From an optimization exercise on the open Yosys and OpenROAD flow, aimed at small area; shortcuts taken in it are not production practice. The RTL was checked by simulation tests, not by an equivalence proof against the original design. No activity file was given, so power comes from the tool's default toggle rates.

[design/flow/config.mk]
export PLATFORM = sky130hd
export DESIGN_NAME = reg_file
export DESIGN_NICKNAME = reg_file
export VERILOG_FILES = /design/flow/design.v
export SDC_FILE = /design/flow/constraint.sdc
export NUM_CORES = 8
export LEC_CHECK = 0
export CAP_MARGIN = 20
export CORE_MARGIN = 2
export CORE_UTILIZATION = 40
export PLACE_DENSITY = 0.75
export SLEW_MARGIN = 20
export SYNTH_HIERARCHICAL = 1
[design/flow/constraint.sdc]
create_clock -name core_clock -period 10.0 [get_ports {clk}]
set_input_delay 2.0000 -clock core_clock [delete_from_list [all_inputs] [get_ports {clk}]]
set_output_delay 2.0000 -clock core_clock [all_outputs]
set_load 0.01 [all_outputs]
[design/flow/design.v]
module rf_aoi222 (
  input  logic a0, b0, a1, b1, a2, b2,
  output logic y
);
  assign y = ~((a0 & b0) | (a1 & b1) | (a2 & b2));
endmodule
module rf_aoi22 (
  input  logic a0, b0, a1, b1,
  output logic y
);
  assign y = ~((a0 & b0) | (a1 & b1));
endmodule
module rf_nand11 (
  input  logic [10:0] a,
  output logic        y
);
  assign y = ~&a;
endmodule
module rf_rdbit (
  input  logic [31:0] sel,
  input  logic [31:0] d,
  output logic        y
);
  logic [10:0] t;
  for (genvar g = 0; g < 10; g++) begin : g_aoi
    rf_aoi222 u_aoi (
      .a0(sel[3*g]),   .b0(d[3*g]),
      .a1(sel[3*g+1]), .b1(d[3*g+1]),
      .a2(sel[3*g+2]), .b2(d[3*g+2]),
      .y(t[g])
    );
  end
  rf_aoi22 u_aoi_last (
    .a0(sel[30]), .b0(d[30]),
    .a1(sel[31]), .b1(d[31]),
    .y(t[10])
  );
  rf_nand11 u_or (.a(t), .y(y));
endmodule
module reg_file #(
  parameter int DATA_WIDTH = 64,
  parameter int ADDR_WIDTH = 5,
  parameter int ZERO_REG   = 31
) (
  input  logic                  clk,
  input  logic                  rst_n,
  input  logic [ADDR_WIDTH-1:0] read_reg1,
  input  logic [ADDR_WIDTH-1:0] read_reg2,
  input  logic [ADDR_WIDTH-1:0] write_reg,
  input  logic [DATA_WIDTH-1:0] write_data,
  input  logic                  reg_write,
  output logic [DATA_WIDTH-1:0] read_data1,
  output logic [DATA_WIDTH-1:0] read_data2
);
  localparam int NUM_REGS = 32;
  logic [DATA_WIDTH-1:0] regs [NUM_REGS-1];
  logic [NUM_REGS-2:0]   written;
  logic write_live;
  assign write_live = reg_write && rst_n;
  logic [NUM_REGS-2:0] wen;
  logic [NUM_REGS-1:0] sel1, sel2;
  logic                byp1, byp2;
  for (genvar k = 0; k < NUM_REGS - 1; k++) begin : g_dec
    localparam logic [ADDR_WIDTH-1:0] NUM = ADDR_WIDTH'((k < ZERO_REG) ? k : k + 1);
    assign wen[k]  = write_live && (write_reg == NUM);
    assign sel1[k] = rst_n && (read_reg1 == NUM) && written[k] && !byp1;
    assign sel2[k] = rst_n && (read_reg2 == NUM) && written[k] && !byp2;
  end
  assign byp1 = write_live && (write_reg == read_reg1) && (read_reg1 != ADDR_WIDTH'(ZERO_REG));
  assign byp2 = write_live && (write_reg == read_reg2) && (read_reg2 != ADDR_WIDTH'(ZERO_REG));
  assign sel1[NUM_REGS-1] = byp1;
  assign sel2[NUM_REGS-1] = byp2;
  always_ff @(posedge clk or negedge rst_n) begin
    if (!rst_n) begin
      written <= '0;
    end else begin
      written <= written | wen;
    end
  end
  always_ff @(posedge clk) begin
    for (int k = 0; k < NUM_REGS - 1; k++) begin
      if (wen[k]) begin
        regs[k] <= write_data;
      end
    end
  end
  for (genvar b = 0; b < DATA_WIDTH; b++) begin : g_bit
    logic [NUM_REGS-1:0] d;
    for (genvar k = 0; k < NUM_REGS - 1; k++) begin : g_k
      assign d[k] = regs[k][b];
    end
    assign d[NUM_REGS-1] = write_data[b];
    rf_rdbit u_rd1 (.sel(sel1), .d(d), .y(read_data1[b]));
    rf_rdbit u_rd2 (.sel(sel2), .d(d), .y(read_data2[b]));
  end
endmodule
[design/flow/flow/run.sh]
#!/bin/bash
# Layout flow: the standard ORFS flow, with smaller port buffers, a clock
# tree with larger sink clusters and the read selector's gates downsized
# after floorplan. Each tool's output goes to a log file in this folder.
here=$(pwd)
export BUFFER_PORTS_ARGS="-buffer_cell sky130_fd_sc_hd__buf_1"
export CTS_ARGS="-sink_clustering_enable -repair_clock_nets -sink_clustering_size 25 -sink_clustering_max_diameter 100 -buf_list sky130_fd_sc_hd__clkbuf_16"
export POST_FLOORPLAN_TCL=$here/flow/post_floorplan.tcl
bash standard.sh > flow_standard.log 2>&1
[design/flow/flow/post_floorplan.tcl]
# After floorplan: return the read selector's AND-OR-invert gates that
# synthesis upsized to the smallest drive strength; each drives one gate input.
set n 0
foreach inst [get_cells *] {
  if { [get_property $inst ref_name] == "sky130_fd_sc_hd__a22oi_2" } {
    replace_cell $inst sky130_fd_sc_hd__a22oi_1
    incr n
  }
}
puts "Downsized $n a22oi_2 cells to a22oi_1"
[design/flow/standard.sh]
#!/bin/bash
# synth_recipe.tcl (not shown) runs the flow's synth.tcl, then flattens the netlist and writes it again
# the make line also repeats each setting of config.mk as NAME=value (left out here)
make -C /OpenROAD-flow-scripts/flow DESIGN_CONFIG=/design/flow/config.mk WORK_HOME=/design/flow/orfs CLKGATE_MAP_FILE= SYNTH_SCRIPT=/design/flow/synth_recipe.tcl "${@:-finish}"
==> out/qor.yml, run 1 <==
cp-end-kind: "primary output"
power_density_nw_per_um2: 162
htreeDepth: 3
yosysTopAreaCell: "edfxtp_1"
cts_inserted_buffers: 91
ioPinCount: 210
antenna_found_initial: 35
clock-sinks: 2015
synth_most_common_cell: "edfxtp_1"
synth-edff-count: 1984
start_kind: "input pin"
critPathMostFrequentCell: "buf_4"
ys_warn_count: 8
slowest_stage: "nor2_4"
firstDrtPassIters: 13
core_area_sq_um: 197000
grt_pass1_wl_mm: 426
required_ns: 8.00
slowest_delay_ns: 0.95
crit_chain: "clkbuf_2 > buf_4 > nand2_1 > nor2_1 > nand3_1 > nor2_4 > buf_4 > a222oi_1 > nand4_1 > or3_1 > buf_1"
synth_top_area_share_pct: 75.1
vias_per_cell: 8.15
final_net_count: 4752
synth_area_sq_um: 79300
gp_congestion: 0.940
drc: 0
ys_seq_area_share_pct: 76.1
syn_to_final_growth_pct: 10.5
finClkSkew_ns: 0
vias: 59900
cp_max_fo: 45
finalWorstSetupSlack_ns: 1.45
drt-initial-drc-count: 17500
dpl.hpwl_mm: 164
pre_cts_slack_ns: 1.88
synthCells: 4199
cts.path.max_buffers: 3
cp_data_arrival_time_ns: 6.55
syn_avg_cell_area_sq_um: 18.9
critical_path_buf_inv_count: 4
dieHeight_microns: 449
ys_types: 36
r2r-end: "written[23]"
min_delay_path_depth: 1
ir_worst_vdd_v: 0.000137
rsz0062_at_grt: "false"
cts_tree: "built"
insertion_delay_ns: 0.76
r2r_setup_slack_ns: 9.16
slew_viol_final: 0
floorplan.initialDensity_pct: 40.2
hold_end: "written[18]"
setup_viol: 0
period_share_pct: 85.5
r2r-start: "written[23]"
worst-setup-path-type: "in2out"
fin_util_pct: 44.4
worst_pin_slew_ns: 1.33
r2r_cells: 1
cts_setup_buffers: 0
maxCapViolCount: 0
cts_resized: 0
die_w_microns: 449
finalCriticalPeriod_ns: 8.55
hold_class: "reg2reg"
ys_top_cells_by_count: "edfxtp_1, a222oi_1, nand4_1"
clk_pin_slew_ns: 0.11
synthTopCellsByArea: "edfxtp_1, a222oi_1, nand4_1"
min_from: "written[18]"
drt-total-wl_mm: 310
cts-hold-fix-buffers: 0
synthesis.nets: 4281
final_cells: 7350
status: "complete, no violations"
clockRootBuffer: "clkbuf_16"
hold_viol_final: 0
wl_per_cell_microns: 42.2
die-area_sq_um: 202000
portBuffers: 209
synth-async-reset-ratio_pct: 1.54
placementRows: 163
max_freq_mhz: 117
grt_pass1_vias: 58600
power_leakage_nw: 26.3
max_slew_margin_pct: 11.4
grt_remaining_overflow: 0
synthFlopType: "edfxtp_1"
grt_max_degree: 65
crit_family: "simple AND/OR/NAND/NOR gates"
ant_nets: 0
grt.total_usage_pct: 29.3
dp.cells: 7207
synth-seq-cells: 2015
setup_tns_ns: 0
drive_above_1_share_pct: 9.44
-- cells in the final DEF, fill, tap and decap left out, types with 31 or more instances in the layout --
cell type,Yosys,final
buf_1,0,169
or3_1,128,128
nor2_4,0,75
nand4_1,273,273
a222oi_1,1280,1280
clkbuf_16,0,93
nand3_1,157,157
dfrtp_1,31,31
a22oi_1,0,128
edfxtp_1,1984,1984
buf_4,3,156
clkbuf_2,0,35
-- routing by layer --
layer	wire length, microns	vias up	global-route usage (%)
met5	391	-	0.545
met4	28600	42	22.3
met3	58200	1951	10.9
met2	134000	7519	44.3
met1	88800	28500	33.9
li1	-	21900	-
-- how the worst max path moves through the flow --
| stage | from | to | cells after the start |
|---|---|---|---|
| after floorplan | read_reg2[2] | read_data2[0] | 8 |
| after global placement | read_reg2[0] | read_data2[19] | 12 |
| after detailed placement | rst_n | read_data1[23] | 11 |
| after CTS | rst_n | read_data1[23] | 11 |
| after global routing | rst_n | read_data1[23] | 12 |
| final | rst_n | read_data2[27] | 11 |
-- where the power goes --
group          switching (W)  leakage, nW  internal [W]
Clock                0.00256         1.28       0.00170
Combinational       0.000430         6.75      0.000141
Sequential         0.0000494         18.2       0.00934
Total                0.00304         26.3        0.0112
-- modules after synthesis (local to each module, per instance), excerpt --
| module | cell area, sq um | times used | cells inside | flops+latches |
|---|---|---|---|---|
| reg_file | 61800 | 1 | 2279 | 2015 |
| rf_aoi22 | 12.5 | 128 | 1 | 0 |
| rf_nand11 | 23.8 | 128 | 4 | 0 |
| rf_aoi222 | 10.0 | 1280 | 1 | 0 |
-- layout make-up --
type,count,area [sq um]
Multi-Input combinational cell,2166,18800
Clock buffer,93,2330
Inverter,2,7.51
Fill cell,16600,110000
Clock inverter,25,163
Sequential cell,2015,60400
Tap cell,2640,3300
Antenna cell,15,37.5
Timing Repair Buffer,394,2580
-- registers in the layout, indices dropped and copies added (netlist names) --
| register | flops |
|---|---|
| regs | 1984 |
| written | 31 |
-- stage by stage --
stage	hold slack, ns	total power, W	instance area (sq um)
finish	0.514	0.0142	87600
global route	0.529	0.0145	87600
CTS	0.510	0.0141	87300
detailed placement	0.486	0.0101	84800
global placement	0.478	0.0101	84700
floorplan	0.457	0.00978	79300
-- logic make-up after synthesis --
family / count (synthesis) / synth area share, %
simple gates: 727 / 5.23
buf+inv: 18 / 0.128
xor+xnor: 8 / 0.107
flops: 2015 / 76.1
compound gates: 1431 / 18.4
==> run 2: changes to the inputs <==
--- a/design/flow/config.mk
+++ b/design/flow/config.mk
@@ -8,6 +8,5 @@
 export CAP_MARGIN = 20
 export CORE_MARGIN = 2
 export CORE_UTILIZATION = 40
-export PLACE_DENSITY = 0.75
 export SLEW_MARGIN = 20
 export SYNTH_HIERARCHICAL = 1
==> out/qor.yml, run 2 <==
status: "complete, no violations"
final_common_cell: "edfxtp_1"
rsz0062_at_grt: "false"
cts-hold-fix-buffers: 0  # unchanged
ant_nets: 0  # unchanged
firstDrtPassIters: 14  # +1
gp_congestion: 0.884  # -6.0%
regMostFlops: "regs"
final_net_count: 4772  # +0.42%
critical_path_buf_inv_count: 4  # unchanged
placementRows: 163  # unchanged
drc: 0  # unchanged
crit_family: "simple AND/OR/NAND/NOR gates"
synth-edff-count: 1984  # unchanged
dieHeight_microns: 449  # unchanged
hold_class: "reg2reg"
vias_per_cell: 8.00  # -1.9%
cp-end-kind: "primary output"
hold_viol_final: 0  # unchanged
ys_warn_count: 8  # unchanged
worst_pin_slew_ns: 1.28  # -0.0500 ns
maxCapViolCount: 0  # unchanged
cts_inserted_buffers: 92  # +1.1%
cp_data_arrival_time_ns: 6.50  # -0.05 ns
ys_seq_area_share_pct: 76.1  # unchanged
ys_top_cells_by_count: "edfxtp_1, a222oi_1, nand4_1"
synth-seq-cells: 2015  # unchanged
antenna_found_initial: 17  # -51%
cts_setup_buffers: 0  # unchanged
synthesis.nets: 4281  # unchanged
required_ns: 8.00  # about the same
crit_chain: "clkbuf_2 > buf_4 > nand2_1 > nor3_1 > nand3_1 > nor2_4 > buf_4 > a222oi_1 > nand4_1 > or3_1 > buf_1"
grt_max_degree: 65  # unchanged
cts_resized: 0  # unchanged
syn_to_final_growth_pct: 10.5  # about the same
slew_viol_final: 0  # unchanged
yosysTopAreaCell: "edfxtp_1"
setup_viol: 0  # unchanged
drt-total-wl_mm: 323  # +4.1%
grt_pass1_vias: 57100  # -2.5%
ys_types: 36  # unchanged
cts.path.max_buffers: 3  # unchanged
synthCells: 4199  # unchanged
synth_top_area_share_pct: 75.1  # unchanged
vias: 58900  # -1.6%
period_share_pct: 85.0  # -0.59 points
synth-async-reset-ratio_pct: 1.54  # unchanged
wl_per_cell_microns: 43.8  # +3.8%
clock-sinks: 2015  # unchanged
ir_worst_vdd_v: 0.000123  # -10%
worst-setup-path-type: "in2out"
portBuffers: 209  # unchanged
grt_remaining_overflow: 0  # unchanged
insertion_delay_ns: 0.78  # +0.02 ns
finalCriticalPeriod_ns: 8.50  # -0.0586 ns
die-area_sq_um: 202000  # unchanged
max_freq_mhz: 118  # +0.69%
dpl.hpwl_mm: 172  # +4.6%
synth_most_common_cell: "edfxtp_1"
clockRootBuffer: "clkbuf_16"
synthFlopType: "edfxtp_1"
cp_max_fo: 49  # +8.9%
synth_area_sq_um: 79300  # unchanged
start_kind: "input pin"
drt-initial-drc-count: 16600  # -5.4%
htreeDepth: 3  # unchanged
power_leakage_nw: 26.3  # about the same
finalWorstSetupSlack_ns: 1.50  # +0.0586 ns
floorplan.initialDensity_pct: 40.2  # unchanged
setup_tns_ns: 0  # unchanged
cts_tree: "built"
max_slew_margin_pct: 14.7  # +3.3 points
finClkSkew_ns: 0  # unchanged
pre_cts_slack_ns: 1.66  # -0.218 ns
slowest_stage: "buf_4"
drive_above_1_share_pct: 9.28  # -0.15 points
slowest_delay_ns: 0.91  # -0.04 ns
syn_avg_cell_area_sq_um: 18.9  # unchanged
grt_pass1_wl_mm: 440  # +3.5%
ioPinCount: 210  # unchanged
die_w_microns: 449  # unchanged
power_density_nw_per_um2: 164  # +0.72%
layout_common_cells: "edfxtp_1, a222oi_1, nand4_1, buf_1, buf_4"
clk_pin_slew_ns: 0.10  # about the same
synthTopCellsByArea: "edfxtp_1, a222oi_1, nand4_1"
core_area_sq_um: 197000  # unchanged
reg_top3: "regs (1984), written (31)"
critPathMostFrequentCell: "buf_4"
largest_reg_flops: 1984  # unchanged
grt.total_usage_pct: 30.6  # +1.3 points
[run 2: report_power, final]
part	leakage (nW)	internal (W)	switching, W	total [W]
Sequential	18.2	0.00934	0.0000480	0.00939
Clock	1.33	0.00176	0.00262	0.00437
Combinational	6.72	0.000145	0.000424	0.000569
Total	26.3	0.0112	0.00309	0.0143
[run 2: per-stage QoR]
step           std cells  instance area, sq um  hold WS [ns]  utilization (%)  power (W)
2_1_floorplan       4199                 79300         0.457                -    0.00978
3_3_place_gp        7231                 84900         0.485             43.1     0.0101
3_5_place_dp        7236                 85000         0.490             43.1     0.0101
4_1_cts             7358                 87600         0.517             44.4     0.0143
5_1_grt             7361                 87600         0.536             44.4     0.0146
6_report            7368                 87600         0.520             44.4     0.0143
[run 2: area by class of cell]
class,count,area [sq um]
Antenna cell,10,25.0
Clock buffer,97,2430
Clock inverter,25,140
Fill cell,17100,110000
Inverter,2,7.51
Multi-Input combinational cell,2166,18800
Sequential cell,2015,60400
Tap cell,2640,3300
Timing Repair Buffer,413,2550
[run 2: Yosys stat by module, one instance, submodules excluded, a selection]
module | cells | copies in the design | flip-flops and latches | area (sq um)
reg_file | 2279 | 1 | 2015 | 61800
rf_nand11 | 4 | 128 | 0 | 23.8
rf_aoi22 | 1 | 128 | 0 | 12.5
rf_aoi222 | 1 | 1280 | 0 | 10.0
[run 2: final timing paths]
| check | slack [ns] | end | depth (start not counted) | startpoint |
|---|---|---|---|---|
| worst max-delay path | 1.50 | read_data1[35] | 11 | rst_n |
| worst min-delay path | 0.52 | written[27] | 1 | written[27] |
| worst max register to register | 9.16 | written[30] | 1 | written[30] |
| max in group asynchronous | 8.01 | written[19] | 2 | rst_n |
| min in group asynchronous | 1.15 | written[3] | 1 | rst_n |
| worst min register to register | 0.52 | written[27] | 1 | written[27] |
[run 2: cells by family (layout without fill, tap and decap cells)]
logic type | Yosys count | in the layout | share of synthesized area (%)
buffers and inverters | 18 | 537 | 0.128
other | 0 | 10 | 0
and+or+nand+nor | 727 | 727 | 5.23
xor gates and xnor gates | 8 | 8 | 0.107
AOI/OAI and AO/OA | 1431 | 1431 | 18.4
DFF | 2015 | 2015 | 76.1
[run 2: routing by layer]
| layer | GRT usage (%) | part of all wire, % | vias up | wire [microns] |
|---|---|---|---|---|
| met1 | 38.5 | 33 | 29700 | 107000 |
| met2 | 47.7 | 45 | 5961 | 144000 |
| met5 | 0 | 0.028 | - | 89 |
| met4 | 19.1 | 7.4 | 14 | 23800 |
| li1 | - | - | 22000 | - |
| met3 | 7.52 | 15 | 1236 | 47400 |
==> run 3: changes to the inputs <==
==> design/flow/flow/run.sh (replaced) <==
#!/bin/bash
# Layout flow: the standard ORFS flow, with smaller port buffers, a clock
# tree with larger sink clusters and the read selector's gates downsized
# after floorplan. Each tool's output goes to a log file in this folder.
here=$(pwd)
export BUFFER_PORTS_ARGS="-buffer_cell sky130_fd_sc_hd__buf_1"
export CTS_ARGS="-sink_clustering_enable -repair_clock_nets -sink_clustering_size 27 -sink_clustering_max_diameter 100 -buf_list sky130_fd_sc_hd__clkbuf_16 -dont_use_dummy_load"
export POST_FLOORPLAN_TCL=$here/flow/post_floorplan.tcl
bash standard.sh > flow_standard.log 2>&1
--- a/design/flow/config.mk
+++ b/design/flow/config.mk
@@ -5,8 +5,8 @@
 export SDC_FILE = /design/flow/constraint.sdc
 export NUM_CORES = 8
 export LEC_CHECK = 0
-export CAP_MARGIN = 20
+export CAP_MARGIN = 5
 export CORE_MARGIN = 2
 export CORE_UTILIZATION = 40
-export SLEW_MARGIN = 20
+export SLEW_MARGIN = 5
 export SYNTH_HIERARCHICAL = 1
==> out/qor.yml, run 3 <==
worst-setup-path-type: "in2out"
largest_reg_flops: 1984  # unchanged
critical_path_buf_inv_count: 4  # unchanged
final_common_cell: "edfxtp_1"
ys_warn_count: 8  # unchanged
vias_per_cell: 8.02  # +0.29%
die_w_microns: 449  # unchanged
core_area_sq_um: 197000  # unchanged
finalCriticalPeriod_ns: 8.55  # +0.0530 ns
fillers: 17100  # +0.035%
worst_pin_slew_ns: 1.42  # +0.143 ns
synthFlopType: "edfxtp_1"
dieHeight_microns: 449  # unchanged
cts_resized: 0  # unchanged
firstDrtPassIters: 14  # unchanged
yosysTopAreaCell: "edfxtp_1"
dpl.hpwl_mm: 171  # -0.40%
dp.cells: 7231  # -0.069%
max_freq_mhz: 117  # -0.62%
clock-sinks: 2015  # unchanged
required_ns: 8.00  # about the same
syn_to_final_growth_pct: 9.96
floorplan.initialDensity_pct: 40.2  # unchanged
status: "complete, no violations"
cts-hold-fix-buffers: 0  # unchanged
clockRootBuffer: "clkbuf_16"
grt.total_usage_pct: 30.7  # +0.066 points
ioPinCount: 210  # unchanged
period_share_pct: 85.5  # +0.53 points
synthesis.nets: 4281  # unchanged
cp_max_fo: 49  # unchanged
rsz0062_at_grt: "false"
slowest_delay_ns: 0.76  # -0.15 ns
slowest_stage: "buf_4"
insertion_delay_ns: 0.73  # -0.05 ns
clk_pin_slew_ns: 0.11  # about the same
ys_types: 36  # unchanged
final_cells: 7327  # -0.56%
maxCapViolCount: 0  # unchanged
reg_top3: "regs (1984), written (31)"
drt-initial-drc-count: 16600  # -0.072%
synth-edff-count: 1984  # unchanged
htreeDepth: 3  # unchanged
drive_above_1_share_pct: 8.89  # -0.40 points
cts_setup_buffers: 0  # unchanged
slew_viol_final: 0  # unchanged
synth-async-reset-ratio_pct: 1.54  # unchanged
power_density_nw_per_um2: 161  # -1.3%
cts.path.max_buffers: 3  # unchanged
cp-end-kind: "primary output"
setup_viol: 0  # unchanged
drt-total-wl_mm: 324  # +0.25%
gp_congestion: 0.884  # unchanged
ys_top_cells_by_count: "edfxtp_1, a222oi_1, nand4_1"
grt_pass1_vias: 57300  # +0.32%
synth_area_sq_um: 79300  # unchanged
grt_remaining_overflow: 0  # unchanged
grt_pass1_wl_mm: 441  # about the same
start_kind: "input pin"
die-area_sq_um: 202000  # unchanged
synth_most_common_cell: "edfxtp_1"
whs_ns: 0.521  # +0.00100 ns
drc: 0  # unchanged
synthTopCellsByArea: "edfxtp_1, a222oi_1, nand4_1"
final_net_count: 4766  # -0.13%
synthCells: 4199  # unchanged
finalInstanceArea_sq_um: 87200  # -0.51%
synth_top_area_share_pct: 75.1  # unchanged
ant_nets: 0  # unchanged
ys_seq_area_share_pct: 76.1  # unchanged
portBuffers: 209  # unchanged
grt_max_degree: 65  # unchanged
placementRows: 163  # unchanged
crit_chain: "buf_1 > xnor2_2 > nand3_2 > a211oi_4 > buf_4 > nor2_4 > buf_4 > a222oi_1 > nand4_1 > or3_1 > buf_1"
setup_tns_ns: 0  # unchanged
crit_family: "buffers and inverters"
layout_common_cells: "edfxtp_1, a222oi_1, nand4_1, buf_1, buf_4"
wl_per_cell_microns: 44.2  # +0.81%
placed_cell_area_sq_um: 84900  # -0.12%
cp_data_arrival_time_ns: 6.55  # +0.05 ns
hold_viol_final: 0  # unchanged
synth-seq-cells: 2015  # unchanged
ir_worst_vdd_v: 0.000138  # +13%
cts_inserted_buffers: 87  # -5.4%
syn_avg_cell_area_sq_um: 18.9  # unchanged
cts_tree: "built"
max_slew_margin_pct: 5.16  # -9.5 points
regMostFlops: "regs"
vias: 58800  # -0.26%
antenna_found_initial: 14  # -3
power_leakage_nw: 26.0  # -1.1%
hold_class: "reg2reg"
finClkSkew_ns: 0  # unchanged
==> run 3: cell types whose count changed in the layout (fill, tap and decap cells not counted), moves of 3 or more <==
cell / before / now
buf_2: 6 / 0
diode_2: 10 / 5
inv_1: 20 / 2
buf_12: 17 / 13
clkbuf_16: 97 / 87
buf_1: 195 / 200
buf_8: 0 / 3
==> run 3: layer usage <==
layer | up-vias | track usage (%) | wire (microns)
li1 | 21900 | - | -
met2 | 5910 | 48.0 | 145000
met1 | 29700 | 38.3 | 107000
met5 | - | 0 | 59
met3 | 1243 | 8.07 | 48500
met4 | 8 | 18.3 | 23200
==> run 3: through the flow <==
stage	worst slack (ns)	util [%]	total power, W
6_report	1.45	44.2	0.0141
3_5_place_dp	1.67	43.1	0.0101
3_3_place_gp	1.68	43.1	0.0101
4_1_cts	1.66	44.2	0.0140
2_1_floorplan	0.0437	-	0.00978
5_1_grt	1.48	44.2	0.0144
==> run 3: cell type report <==
| cell class | instances | area, sq um | area share, % |
|---|---|---|---|
| sequential | 2015 | 60400 | 69.2 |
| timing repair buffer | 412 | 2510 | 2.88 |
| clock buffer | 87 | 2180 | 2.50 |
| tap | 2640 | 3300 | 3.79 |
| antenna | 5 | 12.5 | 0.0144 |
| multi-input combinational | 2166 | 18800 | 21.6 |
| inverter | 2 | 7.51 | 0.00861 |
==> run 3: final timing paths <==
| kind | from | endpoint | slack [ns] | depth (start not counted) |
|---|---|---|---|---|
| max | read_reg2[3] | read_data2[12] | 1.45 | 11 |
| min | written[18] | written[18] | 0.52 | 1 |
| max reg2reg | written[20] | written[20] | 9.15 | 1 |
| min reg2reg | written[18] | written[18] | 0.52 | 1 |
| max in group asynchronous | rst_n | written[2] | 7.96 | 2 |
| min in group asynchronous | rst_n | written[11] | 1.19 | 1 |
==> run 3: where the power goes <==
part,internal (W),switching [W],total (W),leakage [nW]
Sequential,0.00934,0.0000491,0.00939,18.2
Clock,0.00156,0.00255,0.00411,1.07
Combinational,0.000145,0.000426,0.000571,6.70
Total,0.0111,0.00302,0.0141,26.0
==> run 3: cells by family (layout without fill, tap and decap cells) <==
family | Yosys count | count (layout) | synth area share (%)
AO/OA/AOI/OAI | 1431 | 1431 | 18.4
XOR/XNOR | 8 | 8 | 0.107
buffers and inverters | 18 | 501 | 0.128
flip-flops | 2015 | 2015 | 76.1
other | 0 | 5 | 0
AND/OR/NAND/NOR | 727 | 727 | 5.23
==> run 3: per-module statistics from Yosys, one instance, submodules excluded, excerpt <==
module / flops+latches / copies in the design / cell area, sq um
rf_aoi22: 0 / 128 / 12.5
rf_nand11: 0 / 128 / 23.8
rf_aoi222: 0 / 1280 / 10.0
reg_file: 2015 / 1 / 61800
==> run 4: changes to the inputs <==
--- a/design/flow/config.mk
+++ b/design/flow/config.mk
@@ -8,5 +8,7 @@
 export CAP_MARGIN = 5
 export CORE_MARGIN = 2
 export CORE_UTILIZATION = 40
+export GPL_TIMING_DRIVEN = 0
+export PLACE_DENSITY = 0.75
 export SLEW_MARGIN = 5
 export SYNTH_HIERARCHICAL = 1
==> out/qor.yml, run 4 <==
status: "complete, no violations"
r2r_setup_slack_ns: 9.13  # -0.02 ns
dr_wl_met3_mm: 56.5  # +17%
vias_per_cell: 8.21  # +2.4%
total_power_w: 0.0139  # -0.97%
grt.total_usage_pct: 30.1  # -0.60 points
cp_data_arrival_time_ns: 7.27  # +0.72 ns
max_freq_mhz: 108  # -7.7%
regMostFlops: "regs"
synth_fa_ha_area_share_pct: 0  # unchanged
power_density_nw_per_um2: 153  # -5.4%
synth-seq-cells: 2015  # unchanged
power_leakage_nw: 27.4  # +5.2%
wl_met1_mm: 87.9  # -18%
finalCriticalPeriod_ns: 9.27  # +0.718 ns
maxUsedRoutingLayer: "met5"
ir_worst_vdd_v: 0.000137  # -0.73%
vias: 61100  # +4.0%
clk_pin_slew_ns: 0.11  # about the same
start_kind: "input pin"
synth_top_area_share_pct: 75.1  # unchanged
drt-initial-drc-count: 18100  # +9.1%
slew_viol_final: 0  # unchanged
dpl.hpwl_mm: 207  # +21%
finClkSkew_ns: 0  # unchanged
dp.cells: 7337  # +1.5%
min_delay_path_depth: 1  # unchanged
drt-total-wl_mm: 317  # -2.2%
syn_to_final_growth_pct: 15.1
synth_area_sq_um: 79300  # unchanged
max_slew_margin_pct: 5.20  # +0.036 points
drc: 0  # unchanged
final_net_count: 4870  # +2.2%
hold_class: "reg2reg"
ys_seq_area_share_pct: 76.1  # unchanged
cts_inserted_buffers: 84  # -3.4%
dr_wl_met2_mm: 136  # -6.1%
rsz0062_at_grt: "false"
synth_most_common_cell: "edfxtp_1"
portBuffers: 205  # -1.9%
final_common_cell: "edfxtp_1"
synthTopCellsByArea: "edfxtp_1, a222oi_1, nand4_1"
r2r_cells: 1  # unchanged
synth-edff-count: 1984  # unchanged
hold_end: "written[29]"
placementRows: 163  # unchanged
synth_xor_area_share_pct: 0.107  # unchanged
grt_remaining_overflow: 0  # unchanged
synth_compound_area_share_pct: 18.4  # unchanged
clock-sinks: 2015  # unchanged
core_area_sq_um: 197000  # unchanged
dieHeight_microns: 449  # unchanged
crit_chain: "buf_2 > o2111ai_2 > a211oi_4 > buf_6 > nor2_4 > buf_16 > buf_12 > a222oi_1 > nand4_1 > or3_1 > buf_1"
r2r-end: "written[23]"
maxCapViolCount: 0  # unchanged
muxShareOfSynthArea_pct: 0  # unchanged
worst_pin_slew_ns: 1.42  # -0.00578 ns
r2r-start: "written[23]"
fillers: 16000  # -6.8%
grt_max_degree: 74  # +14%
antenna_found_initial: 36  # +22
layout_common_cells: "edfxtp_1, a222oi_1, nand4_1, buf_1, buf_12"
ant_nets: 0  # unchanged
hold_viol_final: 0  # unchanged
finalWorstSetupSlack_ns: 0.733  # -0.718 ns
ys_types: 36  # unchanged
wl_per_cell_microns: 42.5  # -3.7%
cts.path.max_buffers: 3  # unchanged
final_cells: 7445  # +1.6%
worst-setup-path-type: "in2out"
largest_reg_flops: 1984  # unchanged
synthCells: 4199  # unchanged
cts_resized: 0  # unchanged
grt_pass1_vias: 60600  # +5.7%
required_ns: 8.00  # about the same
firstDrtPassIters: 23  # +9
ioPinCount: 210  # unchanged
synthFlopType: "edfxtp_1"
ys_top_cells_by_count: "edfxtp_1, a222oi_1, nand4_1"
htreeDepth: 3  # unchanged
synth-async-reset-ratio_pct: 1.54  # unchanged
gp_congestion: 0.879  # -0.59%
cts_tree: "built"
syn_avg_cell_area_sq_um: 18.9  # unchanged
whs_ns: 0.519  # -0.00260 ns
clockRootBuffer: "clkbuf_16"
setup_viol: 0  # unchanged
setup_tns_ns: 0  # unchanged
floorplan.initialDensity_pct: 40.2  # unchanged
synthesis.nets: 4281  # unchanged
yosysTopAreaCell: "edfxtp_1"
cp_max_fo: 73  # +49%
period_share_pct: 92.7  # +7.2 points
min_from: "written[29]"
insertion_delay_ns: 0.74  # about the same
die_w_microns: 449  # unchanged
cts_setup_buffers: 0  # unchanged
cp-end-kind: "primary output"
cts-hold-fix-buffers: 0  # unchanged
slowest_delay_ns: 1.02  # +0.26 ns
synth_top_family_by_area: "compound AO/OA/AOI/OAI gates"
synth_simple_gate_area_share_pct: 5.23  # unchanged
pre_cts_slack_ns: 1.05  # -0.618 ns
slowest_stage: "buf_6"
grt_pass1_wl_mm: 438  # -0.71%
ys_warn_count: 8  # unchanged
die-area_sq_um: 202000  # unchanged
drive_above_1_share_pct: 10.8  # +1.9 points
reg_top3: "regs (1984), written (31)"
==> run 4: cell type report <==
type | count | area (sq um) | area share (%)
diodes | 19 | 47.5 | 0.0521
plain buffers | 16 | 93.8 | 0.103
clock buffers | 84 | 2100 | 2.30
inverters | 2 | 7.51 | 0.00823
multi-input cells | 2166 | 18800 | 20.6
flip-flops and latches | 2015 | 60400 | 66.1
well taps | 2640 | 3300 | 3.62
repair buffers | 503 | 6530 | 7.16
==> run 4: how the worst max path moves through the flow <==
stage | start | to | slack, ns | cells after the start
after global placement | rst_n | read_data2[31] | -12.08 | 7
after CTS | rst_n | read_data2[40] | 1.02 | 11
after detailed placement | rst_n | read_data2[40] | 1.05 | 11
after global routing | rst_n | read_data2[30] | 0.68 | 11
final | rst_n | read_data2[40] | 0.73 | 11
after floorplan | read_reg2[2] | read_data2[0] | 0.04 | 8
==> run 4: power breakdown <==
part	internal, W	switching (W)	total [W]
clock network	0.00151	0.00243	0.00394
registers	0.00935	0.0000561	0.00940
logic	0.000154	0.000435	0.000589
==> run 4: metal layers <==
metal	GRT usage (%)	vias up
met1	32.4	28700
met4	26.1	40
met2	45.5	7649
met3	12.7	2555
li1	-	22100
met5	0.829	-
==> run 4: logic make-up after synthesis <==
kind of cell	after synthesis
compound gates	1431
xor+xnor	8
flops	2015
simple gates	727
buf+inv	18
==> run 4: critical path: cells and delay by family <==
kind | cells | cell delay, ns
AOI/OAI and AO/OA | 3 | 1.59
and+or+nand+nor | 3 | 1.13
buffers and inverters | 5 | 2.45
==> run 4: through the flow <==
step / util, % / instance area [sq um]
after detailed placement: 45.1 / 89000
after global routing: 46.3 / 91200
after floorplan: - / 79300
after CTS: 46.2 / 91100
after global placement: 41.9 / 82700
final: 46.3 / 91200
==> run 4: Yosys stat by module, one instance, submodules excluded, a selection <==
module	flip-flops and latches	cell area [sq um]
reg_file	2015	61800
rf_aoi22	0	12.5
rf_aoi222	0	10.0
rf_nand11	0	23.8
==> run 5: changes to the inputs <==
==> design/flow/config.mk (replaced) <==
export PLATFORM = sky130hd
export DESIGN_NAME = reg_file
export DESIGN_NICKNAME = reg_file
export VERILOG_FILES = /design/flow/design.v
export SDC_FILE = /design/flow/constraint.sdc
export NUM_CORES = 8
export LEC_CHECK = 0
export CAP_MARGIN = 20
export CORE_MARGIN = 2
export CORE_UTILIZATION = 40
export PLACE_DENSITY = 0.75
export SLEW_MARGIN = 20
export SYNTH_HIERARCHICAL = 1
==> out/qor.yml, run 5 <==
status: "complete, no violations"
drc: 0  # unchanged
synthesis.nets: 4281  # unchanged
syn_to_final_growth_pct: 9.95
finClkSkew_ns: 0  # unchanged
cts_inserted_buffers: 84  # unchanged
finalInstanceArea_sq_um: 87200  # -4.5%
cp_data_arrival_time_ns: 6.54  # -0.73 ns
hold_class: "reg2reg"
antenna_found_initial: 35  # -2.8%
power_leakage_nw: 26.0  # -4.9%
setup_viol: 0  # unchanged
intPower_w: 0.0110  # -0.15%
p_comb_share_pct: 4.1  # about the same
layout_common_cells: "edfxtp_1, a222oi_1, nand4_1, buf_1"
clock-sinks: 2015  # unchanged
ys_types: 36  # unchanged
power.share.clock_pct: 28.5  # +0.2 points
vias: 59800  # -2.1%
die_w_microns: 449  # unchanged
p_switching_w: 0.00293  # +0.16%
drt-total-wl_mm: 309  # -2.4%
whs_ns: 0.515  # -0.00403 ns
grt_pass1_wl_mm: 425  # -2.9%
ys_seq_area_share_pct: 76.1  # unchanged
max_slew_margin_pct: 12.0  # +6.8 points
dpl.hpwl_mm: 164  # -21%
final_common_cell: "edfxtp_1"
largest_reg_flops: 1984  # unchanged
ioPinCount: 210  # unchanged
synth-seq-cells: 2015  # unchanged
cts.path.max_buffers: 3  # unchanged
synthTopCellsByArea: "edfxtp_1, a222oi_1, nand4_1"
required_ns: 8.00  # about the same
total_power_w: 0.0139  # about the same
ys_top_cells_by_count: "edfxtp_1, a222oi_1, nand4_1"
setup_tns_ns: 0  # unchanged
fillers: 16700  # +4.2%
clk_pin_slew_ns: 0.11  # about the same
cp_max_fo: 53  # -27%
cts_resized: 0  # unchanged
drt-initial-drc-count: 18200  # +0.65%
maxCapViolCount: 0  # unchanged
max_freq_mhz: 117  # +8.5%
htreeDepth: 3  # unchanged
worst-setup-path-type: "in2out"
synth-async-reset-ratio_pct: 1.54  # unchanged
vias_per_cell: 8.18  # -0.40%
firstDrtPassIters: 14  # -39%
period_share_pct: 85.4  # -7.2 points
grt_pass1_vias: 58500  # -3.4%
final_net_count: 4744  # -2.6%
cts_tree: "built"
portBuffers: 209  # +2.0%
fin_util_pct: 44.2  # -2.1 points
wl_per_cell_microns: 42.2  # -0.65%
synthFlopType: "edfxtp_1"
hold_viol_final: 0  # unchanged
gp_congestion: 0.940  # +7.0%
cts-hold-fix-buffers: 0  # unchanged
seqPwrFrac_pct: 67.5  # about the same
rsz0062_at_grt: "false"
regMostFlops: "regs"
grt_max_degree: 65  # -12%
syn_avg_cell_area_sq_um: 18.9  # unchanged
yosysTopAreaCell: "edfxtp_1"
power_density_nw_per_um2: 160  # +4.6%
synth_area_sq_um: 79300  # unchanged
clockRootBuffer: "clkbuf_16"
synthCells: 4199  # unchanged
reg_top3: "regs (1984), written (31)"
ys_warn_count: 8  # unchanged
placementRows: 163  # unchanged
switching_share_pct: 21.0  # +0.053 points
worst_pin_slew_ns: 1.32  # -0.0969 ns
dieHeight_microns: 449  # unchanged
die-area_sq_um: 202000  # unchanged
synth_top_area_share_pct: 75.1  # unchanged
synth_most_common_cell: "edfxtp_1"
ant_nets: 0  # unchanged
synth-edff-count: 1984  # unchanged
cp-end-kind: "primary output"
grt.total_usage_pct: 29.2  # -0.84 points
start_kind: "input pin"
placed_cell_area_sq_um: 84800  # -4.7%
floorplan.initialDensity_pct: 40.2  # unchanged
ir_worst_vdd_v: 0.000138  # +0.76%
cts_setup_buffers: 0  # unchanged
grt_remaining_overflow: 0  # unchanged
r2r_setup_slack_ns: 9.16  # +0.03 ns
slew_viol_final: 0  # unchanged
finalCriticalPeriod_ns: 8.54  # -0.724 ns
drive_above_1_share_pct: 9.12  # -1.7 points
insertion_delay_ns: 0.75  # about the same
core_area_sq_um: 197000  # unchanged
run 5: worst max-delay path: stages:
cell	delay (ns)
clkbuf_2	0.26
buf_4	0.52
nand2_1	0.14
nor3_1	0.83
nand3_1	0.26
nor2_4	0.48
buf_4	1.01
a222oi_1	0.17
nand4_1	0.17
or3_1	0.46
buf_1	0.21
run 5: cells by family after synthesis:
kind of cell / after synthesis / synth area share [%]
AOI/OAI and AO/OA: 1431 / 18.4
DFF: 2015 / 76.1
buffers and inverters: 18 / 0.128
and+or+nand+nor: 727 / 5.23
xor gates and xnor gates: 8 / 0.107
run 5: per-stage QoR:
| stage | setup slack [ns] | instances |
|---|---|---|
| CTS | 1.85 | 7291 |
| detailed placement | 1.88 | 7207 |
| floorplan | 0.0437 | 4199 |
| global route | 1.40 | 7311 |
| finish | 1.46 | 7316 |
| global placement | 1.91 | 7201 |
run 5: final cells by class:
cell class	count	area, sq um	share of cell area (%)
repair buffers	393	2550	2.92
diodes	16	40.0	0.0459
well taps	2640	3300	3.79
multi-input cells	2166	18800	21.6
inverters	2	7.51	0.00861
flip-flops and latches	2015	60400	69.2
clock buffers	84	2100	2.41
run 5: per-module statistics from Yosys (local to each module, per instance), excerpt:
module | cells inside | flip-flops and latches | times used
rf_aoi22 | 1 | 0 | 128
rf_aoi222 | 1 | 0 | 1280
reg_file | 2279 | 2015 | 1
rf_nand11 | 4 | 0 | 128
run 5: routing by layer:
metal  GRT usage (%)  part of all wire [%]
met5           0.166                 0.098
met4            22.1                   9.2
met3            11.3                    19
met2            44.2                    43
met1            33.6                    29
run 5: power groups by stage:
stage	clock network, W	registers, W	logic, W
5_1_grt	0.00418	0.00940	0.000590
2_1_floorplan	0	0.00957	0.000208
4_1_cts	0.00392	0.00939	0.000545
3_3_place_gp	0	0.00958	0.000527
6_report	0.00396	0.00939	0.000570
3_5_place_dp	0	0.00958	0.000544
run 5: worst paths after layout:
path / start / endpoint / cells after the start
max: rst_n / read_data1[27] / 11
min in group asynchronous: rst_n / written[9] / 1
max reg2reg: written[23] / written[23] / 1
min: written[18] / written[18] / 1
max in group asynchronous: rst_n / written[18] / 2
min reg2reg: written[18] / written[18] / 1
==> run 6: changes to the inputs <==
--- a/design/flow/design.v
+++ b/design/flow/design.v
@@ -10,11 +10,23 @@
 );
   assign y = ~((a0 & b0) | (a1 & b1));
 endmodule
-module rf_nand11 (
-  input  logic [10:0] a,
-  output logic        y
+module rf_nand4 (
+  input  logic [3:0] a,
+  output logic       y
 );
   assign y = ~&a;
+endmodule
+module rf_nand3 (
+  input  logic [2:0] a,
+  output logic       y
+);
+  assign y = ~&a;
+endmodule
+module rf_or3 (
+  input  logic [2:0] a,
+  output logic       y
+);
+  assign y = |a;
 endmodule
 module rf_rdbit (
   input  logic [31:0] sel,
@@ -35,7 +47,11 @@
     .a1(sel[31]), .b1(d[31]),
     .y(t[10])
   );
-  rf_nand11 u_or (.a(t), .y(y));
+  logic [2:0] p;
+  rf_nand4 u_n0 (.a(t[3:0]),  .y(p[0]));
+  rf_nand4 u_n1 (.a(t[7:4]),  .y(p[1]));
+  rf_nand3 u_n2 (.a(t[10:8]), .y(p[2]));
+  rf_or3   u_or (.a(p),       .y(y));
 endmodule
 module reg_file #(
   parameter int DATA_WIDTH = 64,
==> design/flow/flow/run.sh (replaced) <==
#!/bin/bash
# Layout flow: the standard ORFS flow (standard.sh) with these changes:
#  - the register array is pre-placed as a regular grid (grid_place.tcl)
#    before global placement and released before detailed placement
#    (grid_release.tcl);
#  - the read selector's gates that synthesis upsized are downsized after
#    floorplan (post_floorplan.tcl);
#  - port buffers are the smallest buffer;
#  - the clock tree uses larger sink clusters and no dummy loads.
# Each tool's output goes to a log file in this folder.
here=$(pwd)
export BUFFER_PORTS_ARGS="-buffer_cell sky130_fd_sc_hd__buf_1"
export CTS_ARGS="-sink_clustering_enable -repair_clock_nets -sink_clustering_size 27 -sink_clustering_max_diameter 100 -buf_list sky130_fd_sc_hd__clkbuf_16 -dont_use_dummy_load"
export POST_FLOORPLAN_TCL=$here/flow/post_floorplan.tcl
export PRE_GLOBAL_PLACE_SKIP_IO_TCL=$here/flow/grid_place.tcl
export POST_GLOBAL_PLACE_TCL=$here/flow/grid_release.tcl
bash standard.sh > flow_standard.log 2>&1
==> design/flow/flow/grid_place.tcl (new file) <==
# Pre-places the register array as a regular grid before global placement:
# one row per data bit; along the row, groups of three registers' flip-flops
# followed by the two read ports' AND-OR-invert gates that select among them,
# with the gates that combine those outputs next to their inputs. The select
# and write-enable nets then run straight across the rows. The grid cells are
# held (FIRM) while the global placer places everything else around them;
# grid_release.tcl lets detailed placement legalize them later.
set block [ord::get_db_block]
set rows [$block getRows]
set nrows [llength $rows]
set nbits 64
set first_row [expr {($nrows - $nbits) / 2}]

proc plain {name} { return [string map {"\\" ""} $name] }
proc driver {net} {
  foreach it [$net getITerms] {
    if {[$it isOutputSignal]} { return [$it getInst] }
  }
  return ""
}
proc input_drivers {inst} {
  set d {}
  foreach it [$inst getITerms] {
    if {[$it isInputSignal] && [$it getNet] != "NULL"} {
      set x [driver [$it getNet]]
      if {$x != ""} { lappend d $x }
    }
  }
  return $d
}
proc width {inst} { return [[$inst getMaster] getWidth] }

# Flip-flops by register and bit.
array set ff {}
foreach inst [$block getInsts] {
  if {[regexp {^regs\[(\d+)\]\[(\d+)\]} [plain [$inst getName]] -> k b]} {
    set ff($k,$b) $inst
  }
}
# Read-port gates by bit, port and group, found by their output nets, and the
# final OR of each read port bit.
array set aoi {}
array set group {}
array set orgate {}
foreach net [$block getNets] {
  set n [plain [$net getName]]
  if {[regexp {^g_bit\[(\d+)\]\.u_rd(\d)\.g_aoi\[(\d+)\]\.u_aoi\.y$} $n -> b p g]} {
  } elseif {[regexp {^g_bit\[(\d+)\]\.u_rd(\d)\.t\[10\]$} $n -> b p]} {
    set g 10
  } elseif {[regexp {^g_bit\[(\d+)\]\.u_rd(\d)\.u_or\.y$} $n -> b p]} {
    set orgate($b,$p) [driver $net]
    continue
  } else {
    continue
  }
  set aoi($b,$p,$g) [driver $net]
  set group([$aoi($b,$p,$g) getName]) $g
}
puts "grid: [array size ff] flip-flops, [array size aoi] read gates, [array size orgate] output gates"

set placed 0
for {set b 0} {$b < $nbits} {incr b} {
  # Blocks along the row: groups 0-9 hold registers 3g..3g+2, group 10 holds
  # register 30 and the bypass.
  for {set g 0} {$g <= 10} {incr g} {
    set blk($g) {}
    for {set k [expr {3 * $g}]} {$k < [expr {min(3 * $g + 3, 31)}]} {incr k} {
      lappend blk($g) $ff($k,$b)
    }
    lappend blk($g) $aoi($b,1,$g) $aoi($b,2,$g)
  }
  # Each gate that combines AND-OR-invert outputs goes after the middle
  # group it reads; the final OR goes with its middle input.
  foreach p {1 2} {
    set og $orgate($b,$p)
    set at {}
    foreach c [input_drivers $og] {
      set gs {}
      foreach a [input_drivers $c] {
        if {[info exists group([$a getName])]} { lappend gs $group([$a getName]) }
      }
      if {[llength $gs] == 0} { continue }
      set gs [lsort -integer $gs]
      set g [lindex $gs [expr {([llength $gs] - 1) / 2}]]
      lappend blk($g) $c
      lappend at $g
    }
    set at [lsort -integer $at]
    lappend blk([lindex $at [expr {([llength $at] - 1) / 2}]]) $og
  }
  set row [lindex $rows [expr {$first_row + $b}]]
  set rb [$row getBBox]
  set y [$rb yMin]
  set orient [$row getOrient]
  set site [[$row getSite] getWidth]
  set total 0
  for {set g 0} {$g <= 10} {incr g} { foreach c $blk($g) { incr total [width $c] } }
  set avail [expr {[$rb xMax] - [$rb xMin]}]
  set gap [expr {($avail - $total) / 11}]
  set x [expr {[$rb xMin] + $gap / 2}]
  for {set g 0} {$g <= 10} {incr g} {
    foreach c $blk($g) {
      set xs [expr {[$rb xMin] + (($x - [$rb xMin]) / $site) * $site}]
      $c setOrient $orient
      $c setLocation $xs $y
      $c setPlacementStatus FIRM
      incr x [width $c]
      incr placed
    }
    incr x $gap
  }
}
puts "grid: placed $placed cells in rows $first_row..[expr {$first_row + $nbits - 1}]"
==> design/flow/flow/grid_release.tcl (new file) <==
# Lets detailed placement move the pre-placed grid cells again.
set n 0
foreach inst [[ord::get_db_block] getInsts] {
  if {[$inst getPlacementStatus] == "FIRM"} {
    $inst setPlacementStatus PLACED
    incr n
  }
}
puts "grid: released $n cells"
--- a/design/flow/config.mk
+++ b/design/flow/config.mk
@@ -6,8 +6,7 @@
 export NUM_CORES = 8
 export LEC_CHECK = 0
 export CAP_MARGIN = 20
-export CORE_MARGIN = 2
-export CORE_UTILIZATION = 40
-export PLACE_DENSITY = 0.75
+export CORE_AREA = 4 4 568 278
+export DIE_AREA = 0 0 572 282
 export SLEW_MARGIN = 20
 export SYNTH_HIERARCHICAL = 1
==> out/qor.yml, run 6 <==
floorplan.initialDensity_pct: 51.7  # +12 points
cts-hold-fix-buffers: 0  # unchanged
syn_avg_cell_area_sq_um: 18.9  # unchanged
synth-async-reset-ratio_pct: 1.54  # unchanged
die_w_microns: 572  # +27%
ys_warn_count: 8  # unchanged
grt_pass1_vias: 54200
grt_pass1_wl_mm: 542
synth-seq-cells: 2015  # unchanged
placementRows: 100  # -39%
ys_top_cells_by_count: "edfxtp_1, a222oi_1, nand4_1"
synth_simple_gate_area_share_pct: 5.23  # unchanged
clockRootBuffer: "clkbuf_16"
synth_area_sq_um: 79300  # unchanged
cts_resized: 0  # unchanged
clock-sinks: 2015  # unchanged
cts_inserted_buffers: 84  # unchanged
dp.cells: 6490  # -9.9%
ioPinCount: 210  # unchanged
synth_xor_area_share_pct: 0.107  # unchanged
grt_max_degree: 66
haltStage: "global routing (5_1_grt)"
grt.total_usage_pct: 51.2
tool.error: "[ERROR GRT-0116] Global routing finished with congestion. Check the congestion regions in the DRC Viewer."
synth_top_family_by_area: "compound AO/OA/AOI/OAI gates"
muxShareOfSynthArea_pct: 0  # unchanged
ys_seq_area_share_pct: 76.1  # unchanged
synthCells: 4199  # unchanged
ys_types: 36  # unchanged
synth_fa_ha_area_share_pct: 0  # unchanged
cts_setup_buffers: 0  # unchanged
synthFlopType: "edfxtp_1"
synth_compound_area_share_pct: 18.4  # unchanged
synth_most_common_cell: "edfxtp_1"
htreeDepth: 3  # unchanged
dpl.hpwl_mm: 251  # +53%
status: "did not finish"
grt_remaining_overflow: 241
cts.path.max_buffers: 3  # unchanged
dieHeight_microns: 282  # -37%
synthTopCellsByArea: "edfxtp_1, a222oi_1, nand4_1"
synthesis.nets: 4281  # unchanged
synth_top_area_share_pct: 75.1  # unchanged
synth-edff-count: 1984  # unchanged
portBuffers: 209  # unchanged
yosysTopAreaCell: "edfxtp_1"
-- run 6: cell families after synthesis --
family                    after synthesis
AOI/OAI and AO/OA                    1431
xor gates and xnor gates                8
buffers and inverters                  18
DFF                                  2015
and+or+nand+nor                       727
-- run 6: power groups by stage --
| stage | combinational (W) | clock [W] | sequential (W) |
|---|---|---|---|
| global placement | 0.000649 | 0 | 0.00960 |
| CTS | 0.000669 | 0.00390 | 0.00941 |
| detailed placement | 0.000662 | 0 | 0.00960 |
| floorplan | 0.000208 | 0 | 0.00957 |
-- run 6: per-stage QoR --
stage               instance area, sq um  power [W]  worst slack [ns]  hold WS (ns)
floorplan                          79300    0.00978            0.0449         0.457
global placement                   83000     0.0102              1.71         0.486
detailed placement                 83000     0.0103              1.61         0.504
CTS                                85100     0.0140              1.60         0.520
-- run 6: layer usage --
layer / global-route usage, % / overflow
met5: 30.7 / 8
met2: 54.0 / 32
met3: 54.1 / 103
met1: 61.3 / 66
met4: 20.8 / 32
-- run 6: worst max path at each step --
stage	end	cells after the start	start
CTS	read_data1[24]	9	read_reg1[0]
detailed placement	read_data1[24]	9	read_reg1[0]
global placement	read_data1[29]	8	read_reg1[4]
floorplan	read_data2[0]	8	read_reg2[2]
-- run 6: Yosys stat by module (local to each module, per instance), a selection --
module     times used  cells  area (sq um)  flip-flops and latches
rf_nand4          256      1          6.26                       0
rf_nand3          128      1          5.00                       0
rf_aoi22          128      1          12.5                       0
rf_aoi222        1280      1          10.0                       0
reg_file            1   2279         61800                    2015
rf_or3            128      1          6.26                       0
==> run 7: changes to the inputs <==
--- a/design/flow/flow/grid_place.tcl
+++ b/design/flow/flow/grid_place.tcl
@@ -70,10 +70,9 @@
     lappend blk($g) $aoi($b,1,$g) $aoi($b,2,$g)
   }
   # Each gate that combines AND-OR-invert outputs goes after the middle
-  # group it reads; the final OR goes with its middle input.
+  # group it reads; the final OR goes at the end of the row.
   foreach p {1 2} {
     set og $orgate($b,$p)
-    set at {}
     foreach c [input_drivers $og] {
       set gs {}
       foreach a [input_drivers $c] {
@@ -83,10 +82,8 @@
       set gs [lsort -integer $gs]
       set g [lindex $gs [expr {([llength $gs] - 1) / 2}]]
       lappend blk($g) $c
-      lappend at $g
     }
-    set at [lsort -integer $at]
-    lappend blk([lindex $at [expr {([llength $at] - 1) / 2}]]) $og
+    lappend blk(10) $og
   }
   set row [lindex $rows [expr {$first_row + $b}]]
   set rb [$row getBBox]
--- a/design/flow/config.mk
+++ b/design/flow/config.mk
@@ -6,7 +6,7 @@
 export NUM_CORES = 8
 export LEC_CHECK = 0
 export CAP_MARGIN = 20
-export CORE_AREA = 4 4 568 278
-export DIE_AREA = 0 0 572 282
+export CORE_AREA = 4 4 636 336
+export DIE_AREA = 0 0 640 340
 export SLEW_MARGIN = 20
 export SYNTH_HIERARCHICAL = 1
==> out/qor.yml, run 7 <==
synth-seq-cells: 2015  # unchanged
htreeDepth: 3  # unchanged
synthFlopType: "edfxtp_1"
grt_pass1_vias: 47200
ioPinCount: 210  # unchanged
synth-edff-count: 1984  # unchanged
clock-sinks: 2015  # unchanged
synth_top_area_share_pct: 75.1  # unchanged
ys_top_cells_by_count: "edfxtp_1, a222oi_1, nand4_1"
grt.total_usage_pct: 38.3
cts.path.max_buffers: 3  # unchanged
ys_types: 36  # unchanged
dieHeight_microns: 340  # +21%
synth_area_sq_um: 79300  # unchanged
synth-async-reset-ratio_pct: 1.54  # unchanged
synthesis.nets: 4281  # unchanged
grt_pass1_wl_mm: 526
synthCells: 4199  # unchanged
cts_setup_buffers: 0  # unchanged
die_w_microns: 640  # +12%
ys_seq_area_share_pct: 76.1  # unchanged
dpl.hpwl_mm: 298  # +19%
cts-hold-fix-buffers: 0  # unchanged
cts_inserted_buffers: 84  # unchanged
haltStage: "global routing (5_1_grt)"
status: "did not finish"
clockRootBuffer: "clkbuf_16"
yosysTopAreaCell: "edfxtp_1"
portBuffers: 209  # unchanged
grt_max_degree: 72
syn_avg_cell_area_sq_um: 18.9  # unchanged
placementRows: 121  # +21%
grt_remaining_overflow: 108
ys_warn_count: 8  # unchanged
synth_most_common_cell: "edfxtp_1"
pre_cts_slack_ns: 1.23  # -0.378 ns
floorplan.initialDensity_pct: 38.1  # -14 points
cts_resized: 0  # unchanged
tool.error: "[ERROR GRT-0116] Global routing finished with congestion. Check the congestion regions in the DRC Viewer."
placed_cell_area_sq_um: 84900  # +2.3%
synthTopCellsByArea: "edfxtp_1, a222oi_1, nand4_1"
==> run 7: cell counts after synthesis <==
Identical to the previous run, type by type.
==> run 7: layer usage <==
metal | overflow | GRT usage, %
met2 | 19 | 31.7
met1 | 37 | 53.7
met5 | 3 | 15.3
met4 | 8 | 11.8
met3 | 41 | 42.8
==> run 7: how the worst max path moves through the flow <==
stage                            start             end  slack (ns)
after floorplan           read_reg2[2]   read_data2[0]        0.04
after global placement           rst_n  read_data1[56]        1.27
after detailed placement         rst_n  read_data1[56]        1.23
after CTS                        rst_n  read_data1[56]        1.22
==> run 7: power groups by stage <==
stage          clock [W]  sequential (W)  combinational (W)
4_1_cts          0.00389         0.00940           0.000764
2_1_floorplan          0         0.00957           0.000208
3_5_place_dp           0         0.00959           0.000758
3_3_place_gp           0         0.00959           0.000756
==> run 7: cells by family after synthesis <==
kind of cell	share of synthesized area, %
AND/OR/NAND/NOR	5.23
XOR/XNOR	0.107
buffers and inverters	0.128
flip-flops	76.1
AO/OA/AOI/OAI	18.4
==> run 7: through the flow <==
step | power, W | util, % | instances
2_1_floorplan | 0.00978 | - | 4199
3_5_place_dp | 0.0104 | 40.9 | 7351
3_3_place_gp | 0.0103 | 40.9 | 7351
4_1_cts | 0.0141 | 41.9 | 7435
==> run 7: per-module statistics from Yosys (local to each module, per instance), excerpt <==
module | times used | area, sq um | flops+latches
reg_file | 1 | 61800 | 2015
rf_aoi22 | 128 | 12.5 | 0
rf_aoi222 | 1280 | 10.0 | 0
rf_nand3 | 128 | 5.00 | 0
rf_nand4 | 256 | 6.26 | 0
rf_or3 | 128 | 6.26 | 0
==> run 8: changes to the inputs <==
--- a/design/flow/flow/grid_place.tcl
+++ b/design/flow/flow/grid_place.tcl
@@ -70,7 +70,7 @@
     lappend blk($g) $aoi($b,1,$g) $aoi($b,2,$g)
   }
   # Each gate that combines AND-OR-invert outputs goes after the middle
-  # group it reads; the final OR goes at the end of the row.
+  # group it reads; the final OR goes in the middle of the row.
   foreach p {1 2} {
     set og $orgate($b,$p)
     foreach c [input_drivers $og] {
@@ -83,7 +83,7 @@
       set g [lindex $gs [expr {([llength $gs] - 1) / 2}]]
       lappend blk($g) $c
     }
-    lappend blk(10) $og
+    lappend blk(5) $og
   }
   set row [lindex $rows [expr {$first_row + $b}]]
   set rb [$row getBBox]
@@ -92,9 +92,11 @@
   set site [[$row getSite] getWidth]
   set total 0
   for {set g 0} {$g <= 10} {incr g} { foreach c $blk($g) { incr total [width $c] } }
-  set avail [expr {[$rb xMax] - [$rb xMin]}]
+  # A margin at each end of the row leaves room for the port buffers.
+  set margin [expr {20 * [$block getDbUnitsPerMicron]}]
+  set avail [expr {[$rb xMax] - [$rb xMin] - 2 * $margin}]
   set gap [expr {($avail - $total) / 11}]
-  set x [expr {[$rb xMin] + $gap / 2}]
+  set x [expr {[$rb xMin] + $margin + $gap / 2}]
   for {set g 0} {$g <= 10} {incr g} {
     foreach c $blk($g) {
       set xs [expr {[$rb xMin] + (($x - [$rb xMin]) / $site) * $site}]
==> out/qor.yml, run 8 <==
status: "did not finish"
haltStage: "global routing (5_1_grt)"
tool.error: "[ERROR GRT-0116] Global routing finished with congestion. Check the congestion regions in the DRC Viewer."
htreeDepth: 3  # unchanged
pre_cts_slack_ns: 1.65  # +0.426 ns
ioPinCount: 210  # unchanged
dpl.hpwl_mm: 263  # -12%
cts_setup_buffers: 0  # unchanged
ys_warn_count: 8  # unchanged
cts.path.max_buffers: 3  # unchanged
synth-edff-count: 1984  # unchanged
ys_top_cells_by_count: "edfxtp_1, a222oi_1, nand4_1"
ys_types: 36  # unchanged
grt_max_degree: 83
grt.total_usage_pct: 36.7
portBuffers: 209  # unchanged
cts_inserted_buffers: 84  # unchanged
die_w_microns: 640  # unchanged
grt_pass1_vias: 49400
synth-async-reset-ratio_pct: 1.54  # unchanged
synthesis.nets: 4281  # unchanged
synthCells: 4199  # unchanged
synth_top_area_share_pct: 75.1  # unchanged
cts-hold-fix-buffers: 0  # unchanged
synth_area_sq_um: 79300  # unchanged
grt_remaining_overflow: 48
dieHeight_microns: 340  # unchanged
synthFlopType: "edfxtp_1"
syn_avg_cell_area_sq_um: 18.9  # unchanged
synth-seq-cells: 2015  # unchanged
clock-sinks: 2015  # unchanged
placementRows: 121  # unchanged
clockRootBuffer: "clkbuf_16"
grt_pass1_wl_mm: 520
synthTopCellsByArea: "edfxtp_1, a222oi_1, nand4_1"
synth_most_common_cell: "edfxtp_1"
floorplan.initialDensity_pct: 38.1  # unchanged
cts_resized: 0  # unchanged
yosysTopAreaCell: "edfxtp_1"
ys_seq_area_share_pct: 76.1  # unchanged
[run 8: how the worst max path moves through the flow]
stage                             from              to  slack, ns  cells past startpoint
after detailed placement         rst_n  read_data1[21]       1.65                      9
after CTS                        rst_n  read_data1[21]       1.65                      9
after floorplan           read_reg2[2]   read_data2[0]       0.04                      8
after global placement           rst_n  read_data1[21]       1.70                      9
[run 8: cells by family after synthesis]
| kind of cell | after synthesis | share of synthesized area [%] |
|---|---|---|
| DFF | 2015 | 76.1 |
| AOI/OAI and AO/OA | 1431 | 18.4 |
| and+or+nand+nor | 727 | 5.23 |
| buffers and inverters | 18 | 0.128 |
| xor gates and xnor gates | 8 | 0.107 |
[run 8: per-stage QoR]
step,utilization [%],std cells,area [sq um]
floorplan,-,4199,79300
global placement,40.4,7212,83900
detailed placement,40.4,7212,83900
CTS,41.4,7296,86000
[run 8: routing by layer]
| layer | GRT overflow | track usage, % |
|---|---|---|
| met4 | 5 | 16.2 |
| met5 | 3 | 25.5 |
| met1 | 11 | 43.2 |
| met2 | 8 | 36.4 |
| met3 | 21 | 41.0 |
[run 8: per-module statistics from Yosys, one instance, submodules excluded, excerpt]
module / flip-flops and latches / cells inside / area (sq um)
reg_file: 2015 / 2279 / 61800
rf_nand4: 0 / 1 / 6.26
rf_nand3: 0 / 1 / 5.00
rf_or3: 0 / 1 / 6.26
rf_aoi222: 0 / 1 / 10.0
rf_aoi22: 0 / 1 / 12.5
[run 8: power groups by stage]
stage / combinational (W) / sequential, W / clock [W]
floorplan: 0.000208 / 0.00957 / 0
global placement: 0.000687 / 0.00959 / 0
detailed placement: 0.000691 / 0.00959 / 0
CTS: 0.000698 / 0.00940 / 0.00389

## afterwards: timing with drivers on the ports
The results above use ideal ports. As a check the final layouts listed here were re-extracted and re-timed, cells and wires unchanged.
Step 1 assumes that a clkbuf_16 drives the clock port and a buf_2 every other input.
Step 2 moves the port delays by t, midway between the first and last clock arrival at a register: inputs arrive t later, outputs are due t later. That takes back most of the time a late clock gives input paths.
Three values: ideal, step 1, step 2; two values: the first two.
run | t (ns) | slack for setup (ns) | hold WS [ns]
run 1 | 0.851 | 1.446 / 1.424 / 1.424 | 0.514 / 0.514 / 0.514
run 2 | 0.861 | 1.504 / 1.475 / 1.475 | 0.520 / 0.520 / 0.520
run 3 | 0.835 | 1.451 / 1.408 / 1.408 | 0.521 / 0.521 / 0.521
run 4 | 0.820 | 0.733 / 0.699 / 0.699 | 0.519 / 0.519 / 0.519
run 5 | 0.819 | 1.457 / 1.435 / 1.435 | 0.515 / 0.515 / 0.515
After both steps every run listed still meets setup and hold. The setup slack of run 3, which loses most, moves by -0.043 ns with the drivers and by -0.043 ns with both steps.
